Context: an optimization exercise on an open-source flow, tuned for small area, a short achievable clock period and few clock cycles. The choices shown serve that exercise and are no tape-out recipe. The RTL was checked by simulation tests, not by an equivalence proof against the original design. No activity file was given, so power comes from the tool's default toggle rates.

$ cat flow/design.v
package nice_core_pkg;
   typedef logic [32-1:0]  nice_word_t;
   typedef logic [3-1:0] nice_idx_t;
   typedef enum logic [2:0] {
      OP_NONE,
      OP_LABUF,
      OP_LPBUF,
      OP_SBUF,
      OP_WORK,
      OP_ILLEGAL
   } nice_op_e;
   typedef enum logic [2:0] {
      S_IDLE,
      S_LOAD,
      S_STORE,
      S_WORK,
      S_RESP
   } nice_state_e;
   typedef enum logic [2:0] {
      X_IDLE,
      X_FETCH,
      X_ITER,
      X_WRITE,
      X_DONE
   } nice_exec_state_e;
   typedef struct packed {
      nice_word_t inst;
      nice_word_t rs1;
   } nice_req_t;
   typedef struct packed {
      logic       valid;
      logic       to_p;
      nice_idx_t  idx;
      nice_word_t data;
   } nice_ld_wr_t;
endpackage
`timescale 1ns/1ps
module nice_core_top (
   input  logic                  nice_clk,
   input  logic                  nice_rst_n,
   output logic                  nice_active,
   output logic                  nice_mem_holdup,
   input  logic                  nice_req_valid,
   output logic                  nice_req_ready,
   input  logic [32-1:0] nice_req_inst,
   input  logic [32-1:0] nice_req_rs1,
   input  logic [32-1:0] nice_req_rs2,
   output logic                  nice_rsp_valid,
   input  logic                  nice_rsp_ready,
   output logic [32-1:0] nice_rsp_rdat,
   output logic                  nice_rsp_err,
   output logic                  nice_icb_cmd_valid,
   input  logic                  nice_icb_cmd_ready,
   output logic [32-1:0] nice_icb_cmd_addr,
   output logic                  nice_icb_cmd_read,
   output logic [32-1:0] nice_icb_cmd_wdata,
   input  logic                  nice_icb_rsp_valid,
   output logic                  nice_icb_rsp_ready,
   input  logic [32-1:0] nice_icb_rsp_rdata,
   input  logic                  nice_icb_rsp_err
);
   localparam int STEPS = 2;
   logic d_mem3, d_labuf, d_lpbuf, d_sbuf, d_work, d_mem, d_ill;
   assign d_mem3  = (nice_req_inst[6:0] == 7'h7b) &&
                    (nice_req_inst[14:12] == 3'b010);
   assign d_labuf = d_mem3 && (nice_req_inst[31:25] == 7'b0000001);
   assign d_lpbuf = d_mem3 && (nice_req_inst[31:25] == 7'b0000011);
   assign d_sbuf  = d_mem3 && (nice_req_inst[31:25] == 7'b0000100);
   assign d_work  = (nice_req_inst[6:0] == 7'h7b) &&
                    (nice_req_inst[14:12] == 3'b000) &&
                    (nice_req_inst[31:25] == 7'b0000101);
   assign d_mem   = d_labuf | d_lpbuf | d_sbuf;
   assign d_ill   = !(d_mem | d_work);
   logic        inflight;    
   logic        k_work;
   logic        k_ill;
   logic        mem_busy;    
   logic        mem_done;    
   logic        is_store;
   logic        to_p;
   logic        err_r;
   logic [3:0]  cmd_cnt;
   logic [2:0]  rsp_cnt;
   logic [31:0] addr_r;
   logic        acc;
   logic        cmd_hsk;
   logic        rsp_fire;
   logic        rsp_hsk;
   logic [7:0]  rdy;         
   logic        cbusy;       
   logic [31:0] r_rd;        
   logic        rs_wb;       
   logic        rs_r;        
   logic [31:0] wb;
   logic [7:0]  csel;        
   logic [31:0] r7;
   assign nice_req_ready = !inflight;
   assign acc            = nice_req_valid && !inflight;
   assign nice_active    = nice_req_valid || inflight;
   assign nice_icb_cmd_valid = mem_busy && !cmd_cnt[3] &&
                               (is_store ? |(csel & rdy) : !cbusy);
   assign nice_icb_cmd_addr  = addr_r;
   assign nice_icb_cmd_read  = !is_store;
   assign nice_icb_cmd_wdata = r_rd;
   assign nice_icb_rsp_ready = rsp_ok;
   assign cmd_hsk  = nice_icb_cmd_valid && nice_icb_cmd_ready;
   assign rsp_fire = mem_busy && nice_icb_rsp_valid && rsp_ok;
   assign nice_mem_holdup = mem_busy;
   assign nice_rsp_valid  = inflight && (k_ill || mem_done || (k_work && rdy[7]));
   assign nice_rsp_err    = err_r;
   assign nice_rsp_rdat   = ({32{rs_wb}} & wb) | ({32{rs_r}} & r7);
   assign rsp_hsk         = nice_rsp_valid && nice_rsp_ready;
   always_ff @(posedge nice_clk) begin
      if (!nice_rst_n) begin
         inflight <= 1'b0;
         k_work   <= 1'b0;
         k_ill    <= 1'b0;
         mem_busy <= 1'b0;
         mem_done <= 1'b0;
      end else if (acc) begin
         inflight <= 1'b1;
         k_work   <= d_work;
         k_ill    <= d_ill;
         mem_busy <= d_mem;
         mem_done <= 1'b0;
      end else begin
         if (rsp_fire && rsp_cnt == 3'd7) begin
            mem_busy <= 1'b0;
            mem_done <= 1'b1;
         end
         if (rsp_hsk) begin
            inflight <= 1'b0;
            k_work   <= 1'b0;
            k_ill    <= 1'b0;
            mem_done <= 1'b0;
         end
      end
   end
   always_ff @(posedge nice_clk) begin
      if (acc) begin
         is_store <= d_sbuf;
         to_p     <= d_lpbuf;
         err_r    <= d_ill;
         cmd_cnt  <= 4'd0;
         csel     <= 8'h01;
         rsp_cnt  <= 3'd0;
         addr_r   <= nice_req_rs1;
      end else begin
         if (cmd_hsk) begin
            cmd_cnt <= cmd_cnt + 4'd1;
            csel    <= {csel[6:0], csel[7]};
            addr_r  <= addr_r + 32'd4;
         end
         if (rsp_fire) begin
            rsp_cnt <= rsp_cnt + 3'd1;
            err_r   <= err_r | nice_icb_rsp_err;
         end
      end
   end
   logic [31:0] a_q [8];
   logic [31:0] p_q [8];
   logic [5:0]  la_q [8];    
   logic [5:0]  lp_q [8];
   function automatic [5:0] lzc32(input [31:0] x);
      integer i;
      begin
         lzc32 = 6'd32;
         for (i = 0; i < 32; i = i + 1) begin
            if (x[i]) lzc32 = 6'd31 - i[5:0];
         end
      end
   endfunction
   logic [7:0]  a_vld;
   logic [7:0]  p_vld;
   logic        ld_a;
   logic        ld_p;
   logic        rsp_ok;
   logic [2:0]  ph;
   logic [2:0]  ph_n;
   logic        cnt0;
   logic        cnt0_n;
   assign ph_n   = (rsp_fire && cnt0) ? 3'd0 : rsp_fire ? ph : ph - 3'd1;
   assign cnt0_n = acc ? 1'b1 : (rsp_fire ? 1'b0 : cnt0);
   always_ff @(posedge nice_clk) begin
      ph     <= ph_n;
      cnt0   <= cnt0_n;
      rsp_ok <= (acc ? d_sbuf : is_store) || cnt0_n || (ph_n == 3'd0);
   end
   assign ld_a = rsp_fire && !is_store && !to_p;
   assign ld_p = rsp_fire && !is_store && to_p;
   always_ff @(posedge nice_clk) begin
      for (int i = 0; i < 7; i++) begin
         a_q[i] <= a_q[i+1];
         p_q[i] <= p_q[i+1];
      end
      a_q[7] <= ld_a ? nice_icb_rsp_rdata : a_q[0];
      p_q[7] <= ld_p ? nice_icb_rsp_rdata : p_q[0];
      for (int i = 0; i < 7; i++) begin
         la_q[i] <= la_q[i+1];
         lp_q[i] <= lp_q[i+1];
      end
      la_q[7] <= ld_a ? lzc32(nice_icb_rsp_rdata) : la_q[0];
      lp_q[7] <= ld_p ? lzc32(nice_icb_rsp_rdata) : lp_q[0];
   end
   always_ff @(posedge nice_clk) begin
      if (!nice_rst_n) begin
         a_vld <= 8'h0;
         p_vld <= 8'h0;
      end else begin
         for (int i = 0; i < 8; i++) begin
            if (ld_a && rsp_cnt == i) a_vld[i] <= 1'b1;
            if (ld_p && rsp_cnt == i) p_vld[i] <= 1'b1;
         end
      end
   end
   logic [7:0]  psel;        
   logic        pend;        
   logic        start;
   logic        pact;
   logic [2:0]  pk;
   logic [31:0] pa;
   logic [31:0] pp;
   logic [5:0]  la;
   logic [5:0]  lp;
   logic        direct;
   logic [4:0]  sh;
   logic [31:0] d0;
   logic        load;
   logic        uld;
   assign cbusy = !(&rdy);
   assign start = acc && d_work && !cbusy;
   assign pact  = start || (cbusy && !pend);
   logic        pva;
   logic        pvp;
   always_comb begin
      pk  = 3'd0;
      pva = 1'b0;
      pvp = 1'b0;
      for (int i = 0; i < 8; i++) begin
         if (psel[i]) begin
            pk  = pk | 3'(i);
            pva = pva | a_vld[i];
            pvp = pvp | p_vld[i];
         end
      end
   end
   logic [7:0]  sela;
   logic [7:0]  selp;
   always_ff @(posedge nice_clk) begin
      if (ld_a && rsp_cnt == 3'd0) sela <= 8'h40;
      else if (!load) sela <= {sela[0], sela[7:1]};
      if (ld_p && rsp_cnt == 3'd0) selp <= 8'h40;
      else if (!load) selp <= {selp[0], selp[7:1]};
   end
   always_comb begin
      pa = 32'h0;
      pp = 32'h0;
      for (int i = 0; i < 8; i++) begin
         if (sela[i]) pa = pa | a_q[i];
         if (selp[i]) pp = pp | p_q[i];
      end
      if (!pva) pa = 32'h0;
      if (!pvp) pp = 32'h0;
   end
   logic [7:0]  nsel;
   logic [7:0]  nsela;
   logic [7:0]  nselp;
   logic        sva, svp, nva, nvp;
   logic [5:0]  sla, slp, nla, nlp;
   logic [4:0]  sh_r;
   logic        dir_r;
   assign nsel  = {psel[6:0], psel[7]};
   assign nsela = {sela[6:0], sela[7]};
   assign nselp = {selp[6:0], selp[7]};
   always_comb begin
      sva = 1'b0; svp = 1'b0; nva = 1'b0; nvp = 1'b0;
      sla = 6'd0; slp = 6'd0; nla = 6'd0; nlp = 6'd0;
      for (int i = 0; i < 8; i++) begin
         if (psel[i]) begin
            sva = sva | a_vld[i];
            svp = svp | p_vld[i];
         end
         if (nsel[i]) begin
            nva = nva | a_vld[i];
            nvp = nvp | p_vld[i];
         end
         if (sela[i])  sla = sla | la_q[i];
         if (selp[i])  slp = slp | lp_q[i];
         if (nsela[i]) nla = nla | la_q[i];
         if (nselp[i]) nlp = nlp | lp_q[i];
      end
      if (!sva) sla = 6'd32;
      if (!svp) slp = 6'd32;
      if (!nva) nla = 6'd32;
      if (!nvp) nlp = 6'd32;
   end
   logic [4:0]  ssh, nsh;
   logic        sdir, ndir;
   assign ssh  = 5'(slp - sla);
   assign nsh  = 5'(nlp - nla);
   assign sdir = slp[5] || (sla > slp);
   assign ndir = nlp[5] || (nla > nlp);
   always_ff @(posedge nice_clk) begin
      sh_r  <= load ? nsh : ssh;
      dir_r <= !nice_rst_n || (load ? ndir : sdir);
   end
   assign direct = dir_r;
   assign sh     = sh_r;
   assign d0     = pp << sh;
   logic        ubusy;
   logic [4:0]  ucnt;        
   logic [31:0] urem;
   logic [31:0] ud;
   logic [33:0] udx;
   logic [2:0]  uk;
   logic        ufin;
   logic [31:0] unext;
   logic [33:0] e1;
   logic [33:0] e2;
   logic [33:0] e3;
   logic        two;
   assign two = (ucnt != 5'd0);
   assign e1  = {2'b0, urem} - {3'b0, ud[31:1]};
   assign e2  = {2'b0, urem} - {2'b0, ud};
   logic [33:0] cs_a;
   logic [33:0] cs_b;
   logic [33:0] cs_c;
   logic [33:0] cs_s;
   logic [33:0] cs_k;
   assign cs_a = {2'b0, urem};
   assign cs_b = ~{2'b0, ud};
   assign cs_c = ~{3'b0, ud[31:1]};
   assign cs_s = cs_a ^ udx;
   assign cs_k = (cs_a & (cs_b | cs_c)) | (cs_b & cs_c);
   assign e3  = cs_s - ~{cs_k[32:0], 1'b1};
   always_comb begin
      if (two && !e3[33])      unext = e3[31:0];
      else if (!e2[33])        unext = e2[31:0];
      else if (two && !e1[33]) unext = e1[31:0];
      else                     unext = urem;
   end
   assign ufin = ubusy && (ucnt < 5'(STEPS));
   assign uld  = !ubusy || ufin;
   assign load = pact && uld;
   always_ff @(posedge nice_clk) begin
      if (!nice_rst_n) begin
         ubusy <= 1'b0;
      end else if (load) begin
         ubusy <= 1'b1;
      end else if (ufin) begin
         ubusy <= 1'b0;
      end
   end
   always_ff @(posedge nice_clk) begin
      if (uld) begin
         urem <= pa;
         ud   <= direct ? 32'h0 : d0;
         udx  <= direct ? 34'h0 : {2'b0, d0 ^ {1'b0, d0[31:1]}};
         ucnt <= direct ? 5'd0 : sh;
         uk   <= pk;
      end else begin
         urem <= unext;
         ud   <= ud >> STEPS;
         udx  <= udx >> STEPS;
         ucnt <= ucnt - 5'(STEPS);
      end
   end
   always_ff @(posedge nice_clk) begin
      if (!nice_rst_n) begin
         psel <= 8'h80;
         pend <= 1'b0;
      end else if (start) begin
         psel <= 8'h01;
         pend <= 1'b0;
      end else if (load) begin
         psel <= {psel[6:0], 1'b0};
         pend <= psel[6];
      end else if (!cbusy) begin
         psel <= 8'h80;
      end
   end
   logic [31:0] r_mem [8];
   logic [7:0]  r_vld;
   logic [2:0]  wk;
   logic        wv;
   logic [7:0]  wsel;
   always_ff @(posedge nice_clk) begin
      wb <= unext;
      wk <= uk;
      for (int i = 0; i < 8; i++) begin
         if (wsel[i]) r_mem[i] <= wb;
      end
   end
   logic [7:0]  wsel_n;
   logic [7:0]  csel_n;
   logic        fw;          
   logic [7:0]  rsel;        
   always_comb begin
      for (int i = 0; i < 8; i++) wsel_n[i] = ufin && (uk == i);
   end
   assign csel_n = cmd_hsk ? {csel[6:0], csel[7]} : csel;
   always_ff @(posedge nice_clk) begin
      if (!nice_rst_n) begin
         wv   <= 1'b0;
         wsel <= 8'h0;
         fw   <= 1'b0;
      end else begin
         wv   <= ufin;
         wsel <= wsel_n;
         fw   <= fw_n;
      end
   end
   always_ff @(posedge nice_clk) begin
      if (!nice_rst_n) begin
         r_vld <= 8'h0;
         rdy   <= 8'hff;
      end else begin
         for (int i = 0; i < 8; i++) begin
            if (start) rdy[i] <= 1'b0;
            else if (ufin && uk == i) rdy[i] <= 1'b1;
            if (wsel[i]) r_vld[i] <= 1'b1;
         end
      end
   end
   always_comb begin
      r_rd = 32'h0;
      for (int i = 0; i < 8; i++) begin
         if (rsel[i]) r_rd = r_rd | r_mem[i];
      end
      if (fw) r_rd = r_rd | wb;
   end
   assign r7 = r_mem[7];
   logic        k_work_n;
   logic [7:0]  r_vld_n;
   logic        fw_n;
   assign k_work_n = acc ? d_work : (rsp_hsk ? 1'b0 : k_work);
   assign r_vld_n  = r_vld | wsel;
   assign fw_n     = |(csel_n & wsel_n);
   always_ff @(posedge nice_clk) begin
      if (!nice_rst_n) begin
         rs_wb <= 1'b0;
         rs_r  <= 1'b0;
         rsel  <= 8'h0;
      end else begin
         rs_wb <= k_work_n && wsel_n[7];
         rs_r  <= k_work_n && !wsel_n[7];
         rsel  <= csel_n & r_vld_n & {8{!fw_n}};
      end
   end
endmodule
$ cat flow/constraint.sdc
create_clock -name core_clock -period 8.0 [get_ports {nice_clk}]
set_input_delay 1.6000 -clock core_clock [delete_from_list [all_inputs] [get_ports {nice_clk}]]
set_output_delay 1.6000 -clock core_clock [all_outputs]
set_load 0.01 [all_outputs]
$ cat flow/config.mk
export PLATFORM = sky130hd
export DESIGN_NAME = nice_core_top
export DESIGN_NICKNAME = nice_core_top
export VERILOG_FILES = /design/flow/design.v
export SDC_FILE = /design/flow/constraint.sdc
export NUM_CORES = 4
export LEC_CHECK = 0
export CAP_MARGIN = 20
export CORE_MARGIN = 2
export CORE_UTILIZATION = 40
export CTS_CLUSTER_DIAMETER = 100
export CTS_CLUSTER_SIZE = 20
export SETUP_SLACK_MARGIN = 4.2
export SLEW_MARGIN = 20
$ cat flow/run.sh
#!/bin/bash
# synth_recipe.tcl (not shown) runs the flow's synth.tcl, then flattens the netlist and writes it again
# the make line also repeats each setting of config.mk as NAME=value (left out here)
make -C /OpenROAD-flow-scripts/flow DESIGN_CONFIG=/design/flow/config.mk WORK_HOME=/design/flow/orfs CLKGATE_MAP_FILE= SYNTH_SCRIPT=/design/flow/synth_recipe.tcl finish
==> results of run 1 <==
state kept, by name (all words and copies together) (netlist names), 31 cells and up:
name    cells
a_q       256
addr_r     32
la_q       48
lp_q       48
p_q       256
r_mem     256
ud         32
udx        31
urem       32
wb         32
how the worst min path moves through the flow:
stage               startpoint          to
finish              a_q[3][23]  a_q[2][23]
global route         a_q[3][2]   a_q[2][2]
CTS                 a_q[3][23]  a_q[2][23]
detailed placement   a_q[6][3]   a_q[5][3]
global placement    p_q[1][12]  p_q[0][12]
floorplan           a_q[1][12]  a_q[0][12]
metrics by stage:
step / util [%] / hold slack [ns]
after floorplan: - / 0.331
after global placement: 43.3 / 0.332
after detailed placement: 43.3 / 0.336
after CTS: 45.4 / 0.328
after global routing: 45.8 / 0.339
final: 45.8 / 0.328
timing repair:
action / CTS / global route
gates resized for setup: 126 / 85
setup endpoints to repair: 155 / 109
pin swaps: 13 / 24
cloned: 4 / 2
buffers inserted: 9 / 10
power breakdown:
part	internal [mW]	switching (mW)
Combinational	0.0812	0.0836
Clock	1.69	1.94
Sequential	5.90	0.0155
Total	7.67	2.04
critical path, cell delays in order, from the launching register on:
cell and delay [ns]:
dfxtp_2 0.34, inv_2 0.07, maj3_2 0.19, ha_2 0.18
inv_1 0.06, fa_2 0.38, a21oi_4 0.18, nor2_2 0.07
o21a_2 0.25, o311ai_4 0.33, nand2_2 0.14, a221o_2 0.40
buf_6 0.14, buf_4 0.15, o21a_4 0.29, o21ai_0 0.43
layout by cell type (no fill, tap or decap), drive strengths merged, types with 21 or more instances in the layout:
master / synthesis / layout
xor2: 95 / 95
a21o: 56 / 56
nand4: 75 / 75
nor2b: 46 / 46
a211oi: 28 / 28
buf: 52 / 68
nor3: 37 / 37
nor2: 193 / 193
o22ai: 27 / 27
mux2i: 55 / 55
nand2: 474 / 474
a21oi: 170 / 170
clkdlybuf4s50: 0 / 155
xnor2: 84 / 84
nand3: 76 / 76
a221oi: 60 / 60
clkbuf: 187 / 88
inv: 98 / 102
edfxtp: 294 / 294
o21a: 38 / 41
a31oi: 40 / 40
maj3: 31 / 31
dfxtp: 848 / 848
a311oi: 21 / 21
a22o: 98 / 98
a22oi: 357 / 357
dlygate4sd2: 0 / 23
a222oi: 32 / 32
o21ai: 209 / 209
ha: 125 / 125
area by class of cell:
type                       instances  area (sq um)
antenna                            2          5.00
clock buffer                      87          1800
clock inverter                    12           206
fill                           10500         61100
inverter                          99           375
multi-input combinational       2742         18900
sequential                      1142         25900
tap                             1500          1880
timing repair buffer             257          2520
timing repair inverter             1          5.00
logic make-up after synthesis:
kind of cell    Yosys count
flops                  1142
compound gates         1282
mux                      85
xor+xnor                179
simple gates           1032
fa+ha+maj               161
buf+inv                 338
layer usage:
metal	vias to the layer above	wire length, um	global-route usage (%)
met4	6	4730	7.74
li1	15900	-	-
met1	16700	59400	30.4
met3	264	8290	3.16
met2	1194	62000	36.4
met5	-	41	0
==> flow_metrics.py, run 1 <==
metrics = {
    "detailed_routing": {
        "drt_pre_antenna_iters": 6,
        "drt-initial-drc-count": 3001,
        "via_per_inst": 5.83,
        "ant_nets": 0,
        "drc_errors": 0,
        "wl_per_cell_um": 23.0,
        "via_count": 34000,
        "wl_um": 135000,
    },
    "logic_synthesis": {
        "yosysTopAreaCellShare_pct": 37.3,
        "synth_nets": 4484,
        "dominantRegCellSynth": "dfxtp_1",
        "synth_compound_gate_area_share_pct": 20.0,
        "synth_area_leaders": "dfxtp_1 (37%), edfxtp_1 (19%), a22oi_1 (5.9%), nand2_1 (3.9%), ha_1 (3.4%)",
        "ys_ff_latch": 1142,
        "synth_top_family_by_area": "compound AO/OA/AOI/OAI gates",
        "muxShareOfSynthArea_pct": 2.22,
        "synth_cell_types": 87,
        "ys_top_cells_by_count": "dfxtp_1 (848), nand2_1 (474), a22oi_1 (357), edfxtp_1 (294), o21ai_0 (204)",
        "yosys.area_share.simple_pct": 10.4,
        "synth-xor-area-share_pct": 3.44,
        "yosysTopAreaCell": "dfxtp_1",
        "postSynthCellCount": 4219,
        "synth-edff-count": 294,
        "yosysMostFrequentCell": "dfxtp_1",
        "syn-cell-area_sq_um": 45500,
        "avgSynthCellArea_sq_um": 10.8,
        "synth-adder-area-share_pct": 4.34,
        "ys_warn_count": 6,
        "seq_area_frac_synth_pct": 56.7,
        "synthArstFlopShare_pct": 0,
    },
    "power_and_ir_drop": {
        "ir_worst_vdd_v": 0.000182,
        "leakagePower_nw": 18.6,
        "power_density_nw_per_um2": 188,
        "fin_total_pwr_mw": 9.71,
    },
    "critical_path": {
        "end_kind": "flop",
        "cp.arrival_ns": 4.27,
        "worstRegToRegCells": 15,
        "worstReg2RegStart": "urem[0]",
        "critical_path.max_fanout": 12,
        "cp-endpoint": "wb[12]",
        "r2r_setup_slack_ns": 4.23,
        "required_ns": 8.51,
        "criticalPathCategory": "reg -> reg",
        "worst_setup_path_start_kind": "flop",
        "reg2reg_to": "wb[12]",
        "crit_path_start": "urem[0]",
    },
    "layout": {
        "drive_gt1_share_pct": 7.81,
        "stdcell_area_sq_um": 51500,
        "area_growth_pct": 13.2,
        "finalNetCount": 4576,
        "final_cells": 5842,
    },
    "clock_network": {
        "cts_sinks": 1142,
        "hold_buffers": 0,
        "cts_made_buffers": 68,
        "clkTransAtPathRegs_ns": 0.08,
        "cts_tree": "built",
        "clockBufferDepth": 3,
        "cts_max_level": 3,
        "worstSkewPairLatency_ns": 0.68,
        "cts_root_buf": "clkbuf_16",
    },
    "timing": {
        "period_share_pct": 47.1,
        "fin_worst_skew_ns": 0.0359,
        "finalSetupViolations": 0,
        "tightestPinTransition_ns": 1.18,
        "fin_ws_ns": 4.23,
        "rsz0062_at_grt": "true",
        "slew_viol_final": 0,
        "slew_headroom_pct": 20.9,
        "hold_viol_final": 0,
        "min_period_ns": 3.77,
        "fmax_mhz": 266,
        "fin_setup_tns_ns": 0,
    },
    "placed_design": {
        "dp_hpwl_um": 88400,
        "port_buffers": 191,
        "pre_cts_slack_ns": 3.24,
        "gp_congestion": 0.929,
        "dp.cells": 5716,
        "placed_area_sq_um": 48800,
    },
    "outcome": {
        "status": "no timing/DRC/antenna violations",
    },
    "grt": {
        "grt_pass1_vias": 32600,
        "antenna_found_initial": 2,
        "grt_start_max_net_pins": 81,
        "groute.usage.overall_pct": 22.3,
        "grt_pass1_wl_um": 203000,
        "gr-total-overflow": 0,
    },
    "floorplanning": {
        "die_h_um": 341,
        "num_io_pins": 239,
        "initial_utilization_pct": 40.4,
        "die_area_sq_um": 117000,
        "die_w_um": 341,
        "coreArea_sq_um": 113000,
        "num_rows": 123,
    },
    "worst_hold_path": {
        "hold_depth": 0,
        "hold_class": "reg -> reg",
    },
    "job": {
        "cap_viol_max_count": 0,
    },
}
Testbench counts, summed over its fixed seeds: cycles 4,928.
==> run 2: changes to the inputs <==
--- a/flow/config.mk
+++ b/flow/config.mk
@@ -10,5 +10,5 @@
 export CORE_UTILIZATION = 40
 export CTS_CLUSTER_DIAMETER = 100
 export CTS_CLUSTER_SIZE = 20
-export SETUP_SLACK_MARGIN = 4.2
+export SETUP_SLACK_MARGIN = 4.4
 export SLEW_MARGIN = 20
==> run 2 against run 1 <==
Worst setup slack gained 0.13 ns. Die area unchanged. Critical path depth down 12. Critical endpoint is now nice_active. Combinational power hardly changed. Non-clock buffer count up 70. First-iteration DRC count is 9.2% higher.
==> flow_metrics.py, run 2 <==
metrics = {
    "layout": {
        "drive_gt1_share_pct": 12.7,
        "final_util_pct": 47.3,
        "top_regs": "a_q: 256 flops, p_q: 256 flops, r_mem: 256 flops",
        "num_antenna_cells": 0,
        "area_growth_pct": 17.0,
        "final_cells": 5915,
        "finalNetCount": 4651,
        "layout_common_cells": "dfxtp_1 (776), nand2_1 (467), a22oi_1 (348)",
        "ff_latch_area_sq_um": 25900,
        "n_fill_cell": 10300,
        "final_common_cell": "dfxtp_1",
        "multi_input_area_sq_um": 19500,
    },
    "logic_synthesis": {
        "yosysTopAreaCellShare_pct": 37.3,
        "avgSynthCellArea_sq_um": 10.8,
        "synth_cell_types": 87,
        "yosysMostFrequentCell": "dfxtp_1",
        "ys_warn_count": 6,
        "dominantRegCellSynth": "dfxtp_1",
        "yosysTopAreaCell": "dfxtp_1",
        "synth-edff-count": 294,
        "seq_area_frac_synth_pct": 56.7,
        "postSynthCellCount": 4219,
        "synth_area_leaders": "dfxtp_1 (37%), edfxtp_1 (19%), a22oi_1 (5.9%), nand2_1 (3.9%), ha_1 (3.4%)",
        "ys_ff_latch": 1142,
        "ys_top_cells_by_count": "dfxtp_1 (848), nand2_1 (474), a22oi_1 (357), edfxtp_1 (294), o21ai_0 (204)",
        "synthArstFlopShare_pct": 0,
        "syn-cell-area_sq_um": 45500,
        "synth_nets": 4484,
    },
    "floorplanning": {
        "die_h_um": 341,
        "die_w_um": 341,
        "coreArea_sq_um": 113000,
        "num_rows": 123,
        "initial_utilization_pct": 40.4,
        "die_area_sq_um": 117000,
        "num_io_pins": 239,
    },
    "timing": {
        "slew_headroom_pct": 23.0,
        "fin_setup_tns_ns": 0,
        "min_period_ns": 3.64,
        "hold_viol_final": 0,
        "rsz0062_at_grt": "true",
        "hold_ws_ns": 0.323,
        "slew_viol_final": 0,
        "tightestPinTransition_ns": 1.15,
        "fin_worst_skew_ns": 0.0361,
        "fmax_mhz": 275,
        "period_share_pct": 45.5,
        "finalSetupViolations": 0,
    },
    "clock_network": {
        "cts_sinks": 1142,
        "cts_tree": "built",
        "clockBufferDepth": 3,
        "clkTransAtPathRegs_ns": 0.08,
        "hold_buffers": 0,
        "worstSkewPairLatency_ns": 0.68,
        "cts_made_buffers": 68,
        "cts_root_buf": "clkbuf_16",
        "cts_max_level": 3,
    },
    "power_and_ir_drop": {
        "ir_worst_vdd_v": 0.000183,
        "switchingPower_mw": 2.04,
        "power_density_nw_per_um2": 182,
        "seq_power_share_pct": 60.9,
        "internal_power_mw": 7.67,
        "p_comb_share_pct": 1.7,
        "fin_total_pwr_mw": 9.71,
        "leakagePower_nw": 19.7,
        "switching_share_pct": 21.0,
        "clkPwrFrac_pct": 37.4,
    },
    "critical_path": {
        "critical_path.max_fanout": 2,
        "cpPeakStageDelay_ns": 0.22,
        "cp.arrival_ns": 2.04,
        "end_kind": "primary output",
        "criticalPathCategory": "in -> out",
        "worst_setup_path_start_kind": "input port",
        "crit_top_cell": "buf_6",
        "required_ns": 6.40,
        "crit_path_top_delay_cell": "or2_4",
        "crit_path_start": "nice_req_valid",
        "path_cells": "buf_6 -> or2_4 -> buf_6",
        "worstReg2RegStart": "ud[4]",
    },
    "grt": {
        "grt_start_max_net_pins": 81,
        "gr-total-overflow": 0,
        "grt_pass1_vias": 33000,
        "antenna_found_initial": 4,
        "groute.usage.overall_pct": 23.0,
        "grt_pass1_wl_um": 208000,
    },
    "detailed_routing": {
        "drt-initial-drc-count": 3277,
        "drc_errors": 0,
        "via_per_inst": 5.88,
        "wl_per_cell_um": 23.9,
        "drt_pre_antenna_iters": 6,
        "via_count": 34800,
        "ant_nets": 0,
        "wl_um": 141000,
    },
    "outcome": {
        "status": "no timing/DRC/antenna violations",
    },
    "placed_design": {
        "dp_hpwl_um": 88400,
        "dp.cells": 5716,
        "gp_congestion": 0.929,
        "port_buffers": 191,
    },
    "worst_hold_path": {
        "hold_class": "reg -> reg",
        "hold_start": "a_q[3][23]",
    },
    "job": {
        "cap_viol_max_count": 0,
    },
}
[run 2: cell types whose count changed in the layout (fill, tap and decap cells not counted), sizes merged]
cell,before,now
o21a,41,42
buf,68,163
dlymetal6s2s,0,26
clkdlybuf4s50,155,129
dlygate4sd2,23,0
and2,16,18
diode,2,0
clkinvlp,2,3
bufbuf,1,2
inv,102,101
nand2,474,476
clkbuf,88,93
clkdlybuf4s15,9,1
[run 2: cells by family after synthesis]
logic type      after synthesis  share of synthesized area (%)
fa+ha+maj                   161                           4.34
buf+inv                     338                           2.90
simple gates               1032                           10.4
flops                      1142                           56.7
xor+xnor                    179                           3.44
mux                          85                           2.22
compound gates             1282                           20.0
[run 2: power groups by stage]
stage / combinational (mW) / clock (mW) / sequential, mW
after floorplan: 0.0511 / 0 / 6.06
after global placement: 0.163 / 0 / 6.06
after detailed placement: 0.164 / 0 / 6.06
after CTS: 0.165 / 3.70 / 5.92
after global routing: 0.177 / 3.91 / 5.92
final: 0.165 / 3.63 / 5.91
[run 2: critical path: cells and delay by family]
kind          cells  cell delay [ns]
buf+inv           2             0.21
simple gates      1             0.22
[run 2: routing by layer]
metal	routed length, um	track usage [%]	vias up	part of all wire [%]
li1	-	-	16100	-
met1	60900	31.0	17100	43
met2	65800	37.7	1378	47
met3	9350	3.31	278	6.6
met4	5050	8.29	8	3.6
met5	55	0	-	0.039
[run 2: per-stage QoR]
stage,cell area (sq um),setup slack [ns]
after global placement,48800,3.26
after global routing,53300,4.29
after detailed placement,48800,3.24
final,53300,4.36
after floorplan,45500,4.43
after CTS,52200,4.29
[run 2: layout make-up]
class                   count  share of cell area, %
flip-flops and latches   1142                   48.7
repair buffers            327                   6.57
clock inverters            12                  0.388
well taps                1500                   3.52
multi-input cells        2747                   36.7
inverters                  99                  0.726
clock buffers              87                   3.39
repair inverters            1                0.00940
[run 2: path summary, 6_finish.rpt]
path,slack [ns],end,depth (start not counted)
worst max-delay path,4.36,nice_active,3
worst min-delay path,0.32,a_q[2][23],0
worst max register to register,4.37,urem[3],15
worst min register to register,0.32,a_q[2][23],0
[run 2: timing repair]
item | 4_1_cts | 5_1_grt
buffers inserted | 40 | 33
gates cloned | 15 | 11
resized for setup | 361 | 167
setup endpoints to repair | 189 | 174
pin swaps | 63 | 52
==> run 3: changes to the inputs <==
--- a/flow/config.mk
+++ b/flow/config.mk
@@ -7,7 +7,7 @@
 export LEC_CHECK = 0
 export CAP_MARGIN = 20
 export CORE_MARGIN = 2
-export CORE_UTILIZATION = 40
+export CORE_UTILIZATION = 55
 export CTS_CLUSTER_DIAMETER = 100
 export CTS_CLUSTER_SIZE = 20
 export SETUP_SLACK_MARGIN = 4.4
==> run 3 against run 2 <==
Clock-buffer cell count decreased by 1. Highest routed layer is now met4. Flip-flop and latch count unchanged. Clock skew decreased by 0.0045 ns. Critical path depth increased by 15. Die area decreased by 27%. Register-to-register slack got worse by 0.05 ns. Via count decreased by 0.37%. Still clean on timing, DRC and antenna. Clock power decreased by 3%.
==> flow_metrics.py, run 3 <==
metrics = {
    "outcome": {
        "status": "no timing/DRC/antenna violations",
    },
    "placed_design": {
        "gp_congestion": 0.923,
        "port_buffers": 191,
        "dp_hpwl_um": 86700,
        "dp.cells": 5294,
    },
    "power_and_ir_drop": {
        "ir_worst_vdd_v": 0.000187,
        "leakagePower_nw": 19.6,
        "power_density_nw_per_um2": 182,
    },
    "detailed_routing": {
        "via_per_inst": 6.30,
        "drc_errors": 0,
        "wl_um": 136000,
        "ant_nets": 0,
        "drt-initial-drc-count": 3522,
        "via_count": 34700,
        "drt_pre_antenna_iters": 7,
        "wl_per_cell_um": 24.8,
    },
    "logic_synthesis": {
        "synth-edff-count": 294,
        "syn-cell-area_sq_um": 45500,
        "synth_nets": 4484,
        "yosysTopAreaCell": "dfxtp_1",
        "synth_area_leaders": "dfxtp_1 (37%), edfxtp_1 (19%), a22oi_1 (5.9%), nand2_1 (3.9%), ha_1 (3.4%)",
        "ys_top_cells_by_count": "dfxtp_1 (848), nand2_1 (474), a22oi_1 (357), edfxtp_1 (294), o21ai_0 (204)",
        "dominantRegCellSynth": "dfxtp_1",
        "yosysMostFrequentCell": "dfxtp_1",
        "yosysTopAreaCellShare_pct": 37.3,
        "seq_area_frac_synth_pct": 56.7,
        "ys_warn_count": 6,
        "ys_ff_latch": 1142,
        "avgSynthCellArea_sq_um": 10.8,
        "synthArstFlopShare_pct": 0,
        "synth_cell_types": 87,
        "postSynthCellCount": 4219,
    },
    "timing": {
        "rsz0062_at_grt": "true",
        "period_share_pct": 46.0,
        "finalSetupViolations": 0,
        "tightestPinTransition_ns": 1.18,
        "slew_viol_final": 0,
        "min_period_ns": 3.68,
        "fin_worst_skew_ns": 0.0316,
        "hold_viol_final": 0,
        "slew_headroom_pct": 21.3,
        "fmax_mhz": 272,
        "fin_setup_tns_ns": 0,
    },
    "floorplanning": {
        "num_io_pins": 239,
        "initial_utilization_pct": 55.5,
        "coreArea_sq_um": 82000,
        "die_area_sq_um": 85100,
        "die_w_um": 292,
        "die_h_um": 292,
        "num_rows": 105,
    },
    "grt": {
        "grt_start_max_net_pins": 58,
        "gr-total-overflow": 0,
        "grt_pass1_wl_um": 202000,
        "grt_pass1_vias": 32900,
        "groute.usage.overall_pct": 30.6,
        "antenna_found_initial": 3,
    },
    "clock_network": {
        "clkTransAtPathRegs_ns": 0.10,
        "cts_sinks": 1142,
        "clockBufferDepth": 3,
        "worstSkewPairLatency_ns": 0.64,
        "cts_tree": "built",
        "cts_max_level": 3,
        "cts_made_buffers": 67,
        "cts_root_buf": "clkbuf_16",
    },
    "layout": {
        "num_antenna_cells": 0,
        "ff_latch_area_sq_um": 25900,
        "area_growth_pct": 16.0,
        "drive_gt1_share_pct": 12.8,
        "final_common_cell": "dfxtp_1",
        "final_cells": 5501,
        "multi_input_area_sq_um": 19500,
        "top_regs": "a_q: 256 flops, p_q: 256 flops, r_mem: 256 flops",
        "finalNetCount": 4668,
        "layout_common_cells": "dfxtp_1 (785), nand2_1 (464), a22oi_1 (355)",
        "n_fill_cell": 6619,
    },
    "critical_path": {
        "crit_family": "compound AO/OA/AOI/OAI gates",
        "critPathBufInv": 5,
        "worst_setup_path_start_kind": "flop",
        "cpPeakStageDelay_ns": 0.41,
        "end_kind": "flop",
        "cp.arrival_ns": 4.21,
        "critical_path.max_fanout": 5,
        "criticalPathCategory": "reg -> reg",
        "required_ns": 8.53,
        "crit_path_top_delay_cell": "fa_2",
        "worstReg2RegStart": "urem[0]",
        "crit_path_start": "urem[0]",
        "path_cells": "inv_2 -> maj3_2 -> ha_4 -> inv_2 -> fa_2 -> a21oi_4 -> nor2_2 -> o21a_2 -> o311ai_4 -> nand2_2 -> a221o_1 -> buf_6 -> o21ai_4 -> buf_12 -> buf_12 -> o211ai_1 -> a21boi_2 -> a22o_1",
    },
    "worst_hold_path": {
        "hold_start": "p_q[3][3]",
        "hold_class": "reg -> reg",
    },
    "job": {
        "cap_viol_max_count": 0,
    },
}
-- run 3: timing repair --
action / CTS / global route
cloned: 12 / 12
gates resized for setup: 304 / 208
setup buffers: 39 / 47
pin swaps: 41 / 53
setup endpoints to repair: 165 / 176
hold buffers: 0 / 0
-- run 3: logic make-up (layout without fill, tap and decap cells) --
| logic type | Yosys count | after routing | synth area share, % |
|---|---|---|---|
| AND/OR/NAND/NOR | 1032 | 1034 | 10.4 |
| flip-flops | 1142 | 1142 | 56.7 |
| AO/OA/AOI/OAI | 1282 | 1284 | 20.0 |
| multiplexers | 85 | 85 | 2.22 |
| XOR/XNOR | 179 | 179 | 3.44 |
| adder cells (fa/ha/maj) | 161 | 161 | 4.34 |
| buffers and inverters | 338 | 546 | 2.90 |
-- run 3: through the flow --
| stage | setup slack [ns] | hold slack (ns) | power [mW] | util (%) | instance area, sq um |
|---|---|---|---|---|---|
| floorplan | 4.43 | 0.331 | 6.11 | - | 45500 |
| global placement | 3.23 | 0.332 | 6.22 | 58.9 | 48300 |
| detailed placement | 3.19 | 0.336 | 6.22 | 58.9 | 48300 |
| CTS | 4.28 | 0.333 | 9.66 | 63.0 | 51600 |
| global route | 4.23 | 0.337 | 9.88 | 64.4 | 52800 |
| finish | 4.32 | 0.336 | 9.60 | 64.4 | 52800 |
-- run 3: final timing paths --
check / end / slack [ns] / cells past startpoint
max: urem[3] / 4.32 / 18
min: p_q[2][3] / 0.34 / 0
max reg2reg: urem[3] / 4.32 / 18
min reg2reg: p_q[2][3] / 0.34 / 0
-- run 3: final cells by class --
class	instances	share of cell area, %
Clock buffer	86	3.35
Tap cell	1070	2.53
Multi-Input combinational cell	2743	37.0
Inverter	99	0.730
Timing Repair Buffer	349	7.03
Sequential cell	1142	49.1
Clock inverter	11	0.317
Timing Repair inverter	1	0.00948
-- run 3: worst reg2reg max path, delay by kind of cell (launching register included) --
kind | cells | cell delay [ns]
AOI/OAI and AO/OA | 8 | 1.79
adders and majority gates | 3 | 0.74
buffers and inverters | 5 | 0.51
DFF | 1 | 0.34
and+or+nand+nor | 2 | 0.20
-- run 3: routing by layer --
metal | vias up | routed length, um | GRT usage [%]
li1 | 16100 | - | -
met1 | 17100 | 58900 | 42.9
met2 | 1294 | 63700 | 49.8
met3 | 210 | 9080 | 3.52
met4 | 0 | 4550 | 9.62
met5 | - | 0 | 0
-- run 3: power breakdown --
group	leakage (nW)	switching [mW]	internal [mW]
logic	9.63	0.0846	0.0820
clock network	0.943	1.90	1.62
registers	9.05	0.0146	5.90
==> run 4: changes to the inputs <==
==> flow/flow/run.sh (new file) <==
#!/bin/bash
# The standard layout, except that the port buffers are buf_2 cells instead of
# the flow's default choice. Synthesis is the standard one, unchanged.
set -euo pipefail
bash standard.sh synth > synth.log 2>&1
bash standard.sh finish 'BUFFER_PORTS_ARGS=-buffer_cell sky130_fd_sc_hd__buf_2' > layout.log 2>&1
==> flow/standard.sh (new file) <==
#!/bin/bash
# synth_recipe.tcl (not shown) runs the flow's synth.tcl, then flattens the netlist and writes it again
# the make line also repeats each setting of config.mk as NAME=value (left out here)
make -C /OpenROAD-flow-scripts/flow DESIGN_CONFIG=/design/flow/config.mk WORK_HOME=/design/flow/orfs CLKGATE_MAP_FILE= SYNTH_SCRIPT=/design/flow/synth_recipe.tcl "${@:-finish}"
--- a/flow/config.mk
+++ b/flow/config.mk
@@ -7,7 +7,7 @@
 export LEC_CHECK = 0
 export CAP_MARGIN = 20
 export CORE_MARGIN = 2
-export CORE_UTILIZATION = 55
+export CORE_UTILIZATION = 40
 export CTS_CLUSTER_DIAMETER = 100
 export CTS_CLUSTER_SIZE = 20
 export SETUP_SLACK_MARGIN = 4.4
removed: flow/run.sh
==> run 4 against run 3 <==
Synthesized cell count unchanged. Combinational power decreased by 22%. Worst setup slack better by 0.032 ns. Flip-flop and latch count did not move. Highest routed layer is now met5.
==> flow_metrics.py, run 4 <==
metrics = {
    "outcome": {
        "status": "no timing/DRC/antenna violations",
    },
    "timing": {
        "slew_viol_final": 0,
        "hold_viol_final": 0,
        "slew_headroom_pct": 24.3,
        "fin_worst_skew_ns": 0.0411,
        "finalSetupViolations": 0,
        "rsz0062_at_grt": "true",
        "tightestPinTransition_ns": 1.13,
        "period_share_pct": 45.6,
        "min_period_ns": 3.65,
        "fmax_mhz": 274,
        "fin_setup_tns_ns": 0,
    },
    "layout": {
        "stdcell_area_sq_um": 51800,
        "final_common_cell": "dfxtp_1",
        "layout_common_cells": "dfxtp_1 (800), nand2_1 (468), a22oi_1 (353)",
        "multi_input_area_sq_um": 19400,
        "finalNetCount": 4632,
        "top_regs": "a_q: 256 flops, p_q: 256 flops, r_mem: 256 flops",
        "area_growth_pct": 13.9,
        "drive_gt1_share_pct": 14.6,
        "ff_latch_area_sq_um": 25900,
        "final_util_pct": 46.0,
        "n_fill_cell": 10400,
    },
    "grt": {
        "use_met2_pct": 36.7,
        "grt_start_max_net_pins": 81,
        "use_met3_pct": 2.79,
        "use_met1_pct": 31.2,
        "groute.usage.overall_pct": 22.7,
        "grt_pass1_vias": 32700,
        "gr-total-overflow": 0,
        "grt_pass1_wl_um": 205000,
        "antenna_found_initial": 3,
        "busiest_layer": "met2",
    },
    "clock_network": {
        "clockBufferDepth": 3,
        "cts_tree": "built",
        "cts_made_buffers": 69,
        "worstSkewPairLatency_ns": 0.67,
        "cts_root_buf": "clkbuf_16",
        "clkTransAtPathRegs_ns": 0.09,
        "cts_max_level": 3,
        "hold_buffers": 0,
        "cts_sinks": 1142,
    },
    "power_and_ir_drop": {
        "clkPwrFrac_pct": 37.4,
        "switchingPower_mw": 2.04,
        "internal_power_mw": 7.62,
        "seq_power_share_pct": 61.3,
        "p_comb_share_pct": 1.4,
        "leakagePower_nw": 19.0,
        "ir_worst_vdd_v": 0.000157,
        "switching_share_pct": 21.1,
        "power_density_nw_per_um2": 186,
        "fin_total_pwr_mw": 9.66,
    },
    "logic_synthesis": {
        "postSynthCellCount": 4219,
        "synth_nets": 4484,
        "synth_area_leaders": "dfxtp_1 (37%), edfxtp_1 (19%), a22oi_1 (5.9%), nand2_1 (3.9%), ha_1 (3.4%)",
        "avgSynthCellArea_sq_um": 10.8,
        "syn-cell-area_sq_um": 45500,
        "yosysTopAreaCellShare_pct": 37.3,
        "synth-edff-count": 294,
        "seq_area_frac_synth_pct": 56.7,
        "ys_warn_count": 6,
        "synth_cell_types": 87,
        "synthArstFlopShare_pct": 0,
        "yosysTopAreaCell": "dfxtp_1",
        "yosysMostFrequentCell": "dfxtp_1",
        "dominantRegCellSynth": "dfxtp_1",
        "ys_top_cells_by_count": "dfxtp_1 (848), nand2_1 (474), a22oi_1 (357), edfxtp_1 (294), o21ai_0 (204)",
        "ys_ff_latch": 1142,
    },
    "critical_path": {
        "end_kind": "primary output",
        "critPathBufInv": 2,
        "required_ns": 6.40,
        "cp.arrival_ns": 2.05,
        "worst_setup_path_start_kind": "input port",
        "cp.depth": 3,
        "worstReg2RegStart": "ud[23]",
        "crit_path_top_delay_cell": "or2_4",
        "cpPeakStageDelay_ns": 0.24,
        "path_cells": "buf_6 -> or2_4 -> buf_6",
        "worstRegToRegCells": 14,
        "criticalPathCategory": "in -> out",
        "critical_path.max_fanout": 2,
        "crit_top_cell": "buf_6",
        "crit_family": "simple AND/OR/NAND/NOR gates",
        "crit_path_start": "nice_req_valid",
    },
    "detailed_routing": {
        "ant_nets": 0,
        "drt-initial-drc-count": 3387,
        "drc_errors": 0,
        "wl_um": 139000,
        "drt_pre_antenna_iters": 6,
        "via_count": 34500,
        "wl_per_cell_um": 23.6,
        "via_per_inst": 5.84,
    },
    "floorplanning": {
        "num_rows": 123,
        "coreArea_sq_um": 113000,
        "die_w_um": 341,
        "initial_utilization_pct": 40.4,
        "die_area_sq_um": 117000,
        "num_io_pins": 239,
        "die_h_um": 341,
    },
    "worst_hold_path": {
        "hold_start": "p_q[2][8]",
        "hold_depth": 0,
        "hold_class": "reg -> reg",
    },
    "job": {
        "cap_viol_max_count": 0,
    },
    "placed_design": {
        "port_buffers": 191,
        "gp_congestion": 0.910,
        "placed_area_sq_um": 47800,
        "dp_hpwl_um": 87600,
    },
}
[run 4: cell counts after synthesis]
Identical to the previous run, type by type.
[run 4: routing by layer]
metal / part of all wire, % / vias up
met2: 46 / 1288
met5: 0.019 / -
met1: 44 / 16900
li1: - / 16000
met3: 6.2 / 262
met4: 3.9 / 4
[run 4: path summary, 6_finish.rpt]
path	endpoint	slack, ns
setup / recovery	nice_active	4.35
hold / removal	p_q[1][8]	0.31
setup reg to reg	urem[20]	4.38
hold reg to reg	p_q[1][8]	0.31
[run 4: through the flow]
stage / setup WS [ns] / hold WS, ns / cells
after detailed placement: 2.97 / 0.336 / 5719
after CTS: 4.34 / 0.315 / 5863
final: 4.35 / 0.314 / 5898
after global placement: 3.00 / 0.332 / 5719
after global routing: 4.30 / 0.329 / 5897
after floorplan: 4.43 / 0.331 / 4219
[run 4: final cells by class]
class                   count  area share, %
diodes                      2        0.00966
clock buffers              90           3.61
clock inverters            10          0.217
inverters                  99          0.734
multi-input cells        2744           37.3
flip-flops and latches   1142           50.0
well taps                1500           3.62
repair buffers            310           4.49
repair inverters            1        0.00966
[run 4: kinds of logic after synthesis]
group | synth area share, %
simple gates | 10.4
flops | 56.7
xor+xnor | 3.44
buf+inv | 2.90
fa+ha+maj | 4.34
compound gates | 20.0
mux | 2.22
[run 4: timing repair]
| item | in CTS | in global routing |
|---|---|---|
| pin swaps | 29 | 38 |
| buffers inserted | 35 | 27 |
| setup endpoints to repair | 111 | 111 |
| hold endpoints to repair | 0 | 0 |
| resized for setup | 163 | 109 |
| gates cloned | 9 | 6 |
[run 4: power by group through the flow]
stage               clock network (mW)  registers, mW  logic (mW)
floorplan                            0           6.06      0.0511
global placement                     0           6.06       0.128
detailed placement                   0           6.06       0.130
CTS                               3.69           5.92       0.131
global route                      3.89           5.92       0.142
finish                            3.61           5.92       0.131
==> run 5: changes to the inputs <==
--- a/flow/config.mk
+++ b/flow/config.mk
@@ -7,7 +7,7 @@
 export LEC_CHECK = 0
 export CAP_MARGIN = 20
 export CORE_MARGIN = 2
-export CORE_UTILIZATION = 40
+export CORE_UTILIZATION = 50
 export CTS_CLUSTER_DIAMETER = 100
 export CTS_CLUSTER_SIZE = 20
 export SETUP_SLACK_MARGIN = 4.4
==> run 5 against run 4 <==
Still clean on timing, DRC and antenna. Critical path depth up 11. Register-to-register slack worse by 0.05 ns. Routed wire length down 4.6%. Utilization up 10 points. Sequential power about the same. Critical endpoint is now urem[20]. Highest routed layer unchanged.
==> flow_metrics.py, run 5 <==
metrics = {
    "outcome": {
        "status": "no timing/DRC/antenna violations",
    },
    "layout": {
        "final_util_pct": 56.5,
        "top_regs": "a_q: 256 flops, p_q: 256 flops, r_mem: 256 flops",
        "area_growth_pct": 11.9,
        "stdcell_area_sq_um": 50900,
        "layout_common_cells": "dfxtp_1 (806), nand2_1 (466), a22oi_1 (356)",
        "ff_latch_area_sq_um": 25900,
        "final_common_cell": "dfxtp_1",
        "multi_input_area_sq_um": 19100,
        "n_fill_cell": 7872,
        "drive_gt1_share_pct": 13.5,
        "finalNetCount": 4602,
    },
    "critical_path": {
        "cp.arrival_ns": 4.17,
        "reg2reg_to": "urem[20]",
        "r2r_setup_slack_ns": 4.33,
        "end_kind": "flop",
        "worst_setup_path_start_kind": "flop",
        "worstRegToRegCells": 14,
        "crit_path_start": "ud[2]",
        "criticalPathCategory": "reg -> reg",
        "cp-endpoint": "urem[20]",
        "cpPeakStageDelay_ns": 0.44,
        "required_ns": 8.49,
        "crit_path_top_delay_cell": "fa_2",
        "worstReg2RegStart": "ud[2]",
        "critical_path.max_fanout": 7,
        "path_cells": "inv_4 -> maj3_2 -> fa_2 -> a21oi_4 -> nor2_2 -> o21a_2 -> o311ai_4 -> nand2_2 -> a221o_1 -> o21a_4 -> buf_12 -> o41a_1 -> nor2_1 -> a21oi_1",
    },
    "logic_synthesis": {
        "syn-cell-area_sq_um": 45500,
        "yosysTopAreaCellShare_pct": 37.3,
        "yosysTopAreaCell": "dfxtp_1",
        "synthArstFlopShare_pct": 0,
        "ys_top_cells_by_count": "dfxtp_1 (848), nand2_1 (474), a22oi_1 (357), edfxtp_1 (294), o21ai_0 (204)",
        "postSynthCellCount": 4219,
        "seq_area_frac_synth_pct": 56.7,
        "avgSynthCellArea_sq_um": 10.8,
        "synth_nets": 4484,
        "synth_area_leaders": "dfxtp_1 (37%), edfxtp_1 (19%), a22oi_1 (5.9%), nand2_1 (3.9%), ha_1 (3.4%)",
        "synth-edff-count": 294,
        "dominantRegCellSynth": "dfxtp_1",
        "ys_ff_latch": 1142,
        "synth_cell_types": 87,
        "ys_warn_count": 6,
        "yosysMostFrequentCell": "dfxtp_1",
    },
    "clock_network": {
        "hold_buffers": 0,
        "cts_tree": "built",
        "cts_made_buffers": 68,
        "cts_root_buf": "clkbuf_16",
        "cts_sinks": 1142,
        "clockBufferDepth": 3,
        "cts_max_level": 3,
        "clkTransAtPathRegs_ns": 0.09,
        "worstSkewPairLatency_ns": 0.65,
    },
    "detailed_routing": {
        "ant_nets": 0,
        "drc_errors": 0,
        "via_count": 34000,
        "wl_per_cell_um": 23.9,
        "via_per_inst": 6.12,
        "wl_um": 133000,
        "drt_pre_antenna_iters": 6,
        "drt-initial-drc-count": 3235,
    },
    "grt": {
        "gr-total-overflow": 0,
        "use_met3_pct": 3.29,
        "use_met2_pct": 44.7,
        "groute.usage.overall_pct": 27.5,
        "grt_pass1_vias": 32400,
        "busiest_layer": "met2",
        "grt_pass1_wl_um": 200000,
        "grt_start_max_net_pins": 81,
        "use_met1_pct": 38.5,
        "antenna_found_initial": 10,
    },
    "timing": {
        "fin_ws_ns": 4.33,
        "fin_setup_tns_ns": 0,
        "slew_viol_final": 0,
        "fin_worst_skew_ns": 0.0343,
        "hold_ws_ns": 0.333,
        "period_share_pct": 45.9,
        "min_period_ns": 3.67,
        "tightestPinTransition_ns": 1.15,
        "hold_viol_final": 0,
        "rsz0062_at_grt": "true",
        "finalSetupViolations": 0,
        "fmax_mhz": 272,
        "slew_headroom_pct": 23.2,
    },
    "power_and_ir_drop": {
        "seq_power_share_pct": 61.7,
        "power_density_nw_per_um2": 188,
        "ir_worst_vdd_v": 0.000148,
        "leakagePower_nw": 18.9,
        "internal_power_mw": 7.57,
        "switchingPower_mw": 2.02,
        "switching_share_pct": 21.0,
        "p_comb_share_pct": 1.3,
        "clkPwrFrac_pct": 37.0,
    },
    "floorplanning": {
        "num_io_pins": 239,
        "die_h_um": 306,
        "initial_utilization_pct": 50.5,
        "num_rows": 110,
        "die_w_um": 306,
        "coreArea_sq_um": 90100,
        "die_area_sq_um": 93500,
    },
    "placed_design": {
        "port_buffers": 191,
        "dp_hpwl_um": 86100,
        "gp_congestion": 0.925,
        "placed_area_sq_um": 47500,
        "pre_cts_slack_ns": 3.43,
    },
    "worst_hold_path": {
        "hold_class": "reg -> reg",
        "hold_start": "p_q[2][22]",
    },
    "job": {
        "cap_viol_max_count": 0,
    },
}
run 5: metal layers:
layer  vias to the layer above  share of wire (%)
met5                         -              0.025
met4                         4                3.0
met3                       212                6.4
met2                      1201                 46
met1                     16500                 44
li1                      16000                  -
run 5: how the worst min path moves through the flow:
stage / end / slack (ns) / cells after the start
2_1_floorplan: a_q[0][12] / 0.33 / 0
3_3_place_gp: p_q[0][13] / 0.33 / 0
3_5_place_dp: a_q[5][5] / 0.34 / 0
4_1_cts: p_q[1][22] / 0.32 / 0
5_1_grt: p_q[1][22] / 0.33 / 0
6_report: p_q[1][22] / 0.33 / 0
run 5: final cells by class:
class | count | area share, %
timing repair buffer | 286 | 4.11
tap | 1176 | 2.89
inverter | 99 | 0.757
timing repair inverter | 1 | 0.00983
antenna | 6 | 0.0295
multi-input combinational | 2739 | 37.5
clock inverter | 10 | 0.314
sequential | 1142 | 50.8
clock buffer | 91 | 3.55
run 5: kinds of logic after synthesis:
group / after synthesis / synth area share (%)
compound gates: 1282 / 20.0
xor+xnor: 179 / 3.44
buf+inv: 338 / 2.90
mux: 85 / 2.22
fa+ha+maj: 161 / 4.34
flops: 1142 / 56.7
simple gates: 1032 / 10.4
run 5: worst max-delay path, delay by kind of cell, from the launching register on:
family / cells / cell delay, ns
AND/OR/NAND/NOR: 3 / 0.31
AO/OA/AOI/OAI: 7 / 1.88
flip-flops: 1 / 0.36
adder cells (fa/ha/maj): 2 / 0.78
buffers and inverters: 2 / 0.22
run 5: repair_timing:
action                                  in CTS  in global routing
pin swaps                                   25                 18
gates cloned                                 5                  5
buffers inserted                            12                 19
gates resized for setup                    123                120
endpoints found under the setup margin     132                116
run 5: power by group through the flow:
stage	clock [mW]	sequential (mW)	combinational, mW
2_1_floorplan	0	6.06	0.0511
3_3_place_gp	0	6.05	0.125
3_5_place_dp	0	6.05	0.126
4_1_cts	3.62	5.92	0.127
5_1_grt	3.81	5.92	0.139
6_report	3.54	5.92	0.127
run 5: stage by stage:
stage	power, mW	std cells
after floorplan	6.11	4219
after global placement	6.18	5400
after detailed placement	6.18	5401
after CTS	9.66	5519
after global routing	9.87	5547
final	9.59	5550

[what the ideal ports hide]
In the flow no input, the clock included, has a driving cell. The finished layouts below were timed again as built, in two steps.
Step 1: set_driving_cell puts a clkbuf_16 on nice_clk and a buf_2 on each other input, an assumption about the parent block.
Step 2, shift: input delay + t, output delay - t, t = (earliest + latest rising clock arrival at the registers) / 2. This alone moves slack from input paths to output paths.
Slacks: ideal ports / drivers / drivers and shift; pairs: ideal ports / drivers.
run	t (ns)	setup WS [ns]	clock arrival spread, ns	worst data-port slew with drivers (ns)	cell pins on the clock port's net
run 1	0.728	4.234 / 4.190 / 3.715	0.042 / 0.041	0.07	1
run 2	0.726	4.363 / 4.315 / 3.832	0.042 / 0.043	0.06	1
run 3	0.698	4.317 / 4.288 / 3.817	0.031 / 0.031	0.07	1
run 4	0.720	4.349 / 4.312 / 3.973	0.044 / 0.043	0.08	1
run 5	0.707	4.327 / 4.277 / 4.024	0.036 / 0.036	0.10	1
After both steps every run listed still meets setup and hold. For run 2, which loses most, drivers alone change the setup slack by -0.048 ns; drivers and shift together by -0.531 ns.
